This design comes from an exercise in tuning for small area and a short achievable clock period on the open sky130 flow, not from production work. Function was checked by simulation only, so behaviour that the tests miss may differ from the original. Power and IR drop assume default switching activity.

// ex_top
module ex_top (
	input  logic                  clk_i,
	input  logic                  rst_n_i,
	input  logic                  req_valid_i,
	input  logic [31:0]           req_inst_i,
	input  logic [32-1:0]   req_pc_i,
	input  logic [32-1:0]   req_rs1_val_i,
	input  logic [32-1:0]   req_rs2_val_i,
	input  logic [32-1:0]   req_mem_rdata_i,
	output logic                  wb_wen_o,
	output logic [5-1:0] wb_rd_o,
	output logic [32-1:0]   wb_data_o,
	output logic [4-1:0]  store_wstrb_o,
	output logic [32-1:0]   store_addr_o,
	output logic [32-1:0]   store_wdata_o,
	output logic                  redirect_jump_o,
	output logic [32-1:0]   redirect_target_o
);
Size: ~4500 cells after synthesis, ~75 flip-flops, about 300 I/O pins, roughly 0.035 mm² of cells after synthesis.
Settings: LEC_CHECK=0, ABC_AREA=1, ABC_CLOCK_PERIOD_IN_PS=10000, CAP_MARGIN=20, CORE_MARGIN=2, CORE_UTILIZATION=45, SETUP_SLACK_MARGIN=4.5, SLEW_MARGIN=20; clock period 15.0 ns.
standard.sh (not shown) runs the stock make flow with config.mk's settings and CLKGATE_MAP_FILE= SYNTH_SCRIPT=/design/flow/synth_recipe.tcl, a recipe that flattens the netlist after the stock synthesis.
==> flow/flow/run.sh <==
#!/bin/bash
# The standard layout (the standard.sh, standard synthesis unchanged), with
# one change: the buffers that buffer_ports puts on every input and output port
# are buf_1 cells (the resizer upsizes the ones on critical paths) instead of the cell buffer_ports picks by itself.
set -euo pipefail
export BUFFER_PORTS_ARGS="-buffer_cell sky130_fd_sc_hd__buf_1"
bash standard.sh > standard_flow.log 2>&1
The baseline ran to the end with no violations.
Edit:
--- a/flow/design.v
+++ b/flow/design.v
@@ -163,17 +163,21 @@
 	input  logic [32-1:0] a_i,
 	input  logic [32-1:0] b_i,
 	output logic [32-1:0] res_o,  
 	output logic                eq_o
 );
 	logic [32-1:0] x;
-	logic [32-1:0] c;
 	assign x = a_i ^ b_i;
-	assign c = a_i & b_i;
 	assign eq_o = x == '0;
-	assign res_o = (x & {32{~(f3_i[1] & f3_i[0])}}) | (c & {32{f3_i[1]}});
+	always_comb begin
+		case (f3_i[1:0])
+			2'b00:   res_o = x;
+			2'b10:   res_o = a_i | b_i;
+			default: res_o = a_i & b_i;
+		endcase
+	end
 endmodule
 `timescale 1ns/100ps
 module ex_mul (
 	input  logic [31:0] x_i,
 	input  logic        xs_i,   
 	input  logic [32:0] m_i,
@@ -2273,14 +2277,13 @@
 	logic [31:0] sh_m;
 	logic [3:0] dec_lo;
 	logic [7:0] dec_hi;
 	logic c_shb;
 	logic [32-1:0] mcand;
 	logic [32-1:0] zsrc;
-	logic zinv, sgn;
-	logic z_arith, zs_rs2, zs_imm, zs_u;
+	logic zinv, zen, sgn;
 	logic sa, sb;
 	logic sel_hi, sel_lo, sel_lt, sel_o;
 	logic [63:0] prod;
 	logic [32-1:0] op_b;
 	logic [32-1:0] logic_res;
 	logic eq;
@@ -2323,40 +2326,44 @@
 	assign c_shl = c_sh & ~f3[2];
 	assign c_shr = c_sh & f3[2];
 	assign c_one = l_branch | (alu_op & ~f3[2] & (f3[1] | ~f3[0]));
 	assign shamt = ins[5] ? req_rs2_val_i[4:0] : ins[24:20];
 	assign c_shb = l_arith & ~(ins[5] & ins[25]) & ~f3[1] & f3[0];
 	for (genvar k = 0; k < 4; k++) begin : g_lo
-		assign dec_lo[k] = ins[5] ? (req_rs2_val_i[1:0] == k) : (ins[21:20] == k);
+		assign dec_lo[k] = shamt[1:0] == k;
 	end
 	for (genvar k = 0; k < 8; k++) begin : g_hi
-		assign dec_hi[k] = c_shb & (ins[5] ? (req_rs2_val_i[4:2] == k) : (ins[24:22] == k));
+		assign dec_hi[k] = c_shb & (shamt[4:2] == k);
 	end
 	for (genvar k = 0; k < 32; k++) begin : g_mcand
 		assign sh_m[k] = f3[2] ? (dec_lo[((32 - k) % 32) % 4] & dec_hi[((32 - k) % 32) / 4]) :
 			(dec_lo[k % 4] & dec_hi[k / 4]);
 	end
 	assign mcand = ({32{c_mul}} & req_rs2_val_i) | sh_m | {{(32-1){1'b0}}, c_one};
-	assign z_arith = alu_op & ~(~f3[1] & f3[0]);
-	assign zs_rs2 = l_branch | (z_arith & ins[5]);
-	assign zs_imm = z_arith & ~ins[5];
-	assign zs_u = ~ins[6] & ins[5] & ins[4] & ins[2];
-	assign zsrc = ({32{l_jx}} & req_pc_i) | ({32{zs_rs2}} & req_rs2_val_i) |
-		({32{zs_u}} & {ins[31:12], 12'b0}) |
-		({32{zs_imm}} & {{(32-12){ins[31]}}, ins[31:20]});
+	always_comb begin
+		if (l_jx)
+			zsrc = req_pc_i;
+		else if (ins[5] & ~ins[2])
+			zsrc = req_rs2_val_i;
+		else if (ins[2])
+			zsrc = {ins[31:12], 12'b0};
+		else
+			zsrc = {{(32-12){ins[31]}}, ins[31:20]};
+	end
 	assign zinv = (l_branch & f3[2]) | (alu_op & ((ins[5] & ins[30] & ~f3[2] & ~f3[1] & ~f3[0]) |
 		(~f3[2] & f3[1])));
+	assign zen = ~(c_mul | c_sh);
 	assign sgn = l_branch ? ~f3[1] : ~f3[0];
 	assign sa = c_mul ? (f3[1] ^ f3[0]) : c_sh ? ins[30] : sgn;
 	assign sb = c_mul & ~f3[1] & f3[0];
 	ex_mul u_mul (
 		.x_i  (req_rs1_val_i),
 		.xs_i (sa),
 		.m_i  ({sb & req_rs2_val_i[32-1], mcand}),
-		.z_i  ({sgn & zsrc[32-1], zsrc} ^ {32+1{zinv}}),
-		.c0_i (zinv),
+		.z_i  ({32+1{zen}} & ({sgn & zsrc[32-1], zsrc} ^ {32+1{zinv}})),
+		.c0_i (zinv & zen),
 		.c2_i (l_jx),
 		.p_o  (prod)
 	);
 	assign op_b = ins[5] ? req_rs2_val_i : {{(32-12){ins[31]}}, ins[31:20]};
 	ex_alu u_alu (
 		.f3_i  (f3),
What happened:
- routed wire length rises by 5.9%
- maximum frequency came out lower by about 1.3%
- cell area came out higher by about 1.8%
- worst setup slack got worse by 0.14 ns
- power grows by about 5%

[separate check: timing with driven ports]
How much do the figures lean on ideal ports? The routed layouts below were timed once more, with nothing changed but the port constraints.
Step 1 (the two cells are an assumption about what drives the block):
set clk [get_ports {clk_i}]
set_driving_cell -lib_cell sky130_fd_sc_hd__clkbuf_16 $clk
set_driving_cell -lib_cell sky130_fd_sc_hd__buf_2 [delete_from_list [all_inputs] $clk]
Step 2 moves the port delays by t, midway between the first and last clock arrival at a register: inputs arrive t later, outputs are due t later. That takes back most of the time a late clock gives input paths.
a / b / c = ideal ports / drivers / drivers and shift; a / b = the first two.
| run | t, ns | setup slack, ns | worst hold slack (ns) | worst setup path after step 2 | worst data-port slew with drivers (ns) |
|---|---|---|---|---|---|
| the first run | 0.449 | 4.615 / 4.655 / 4.207 | 2.740 / 2.700 / 3.149 | input to register | 0.10 |
| the second run | 0.456 | 4.477 / 4.521 / 4.066 | 2.724 / 2.682 / 3.138 | input to register | 0.09 |
After both steps every run listed still meets setup and hold. For the second run, which loses most, drivers alone change the setup slack by +0.044 ns; drivers and shift together by -0.411 ns.
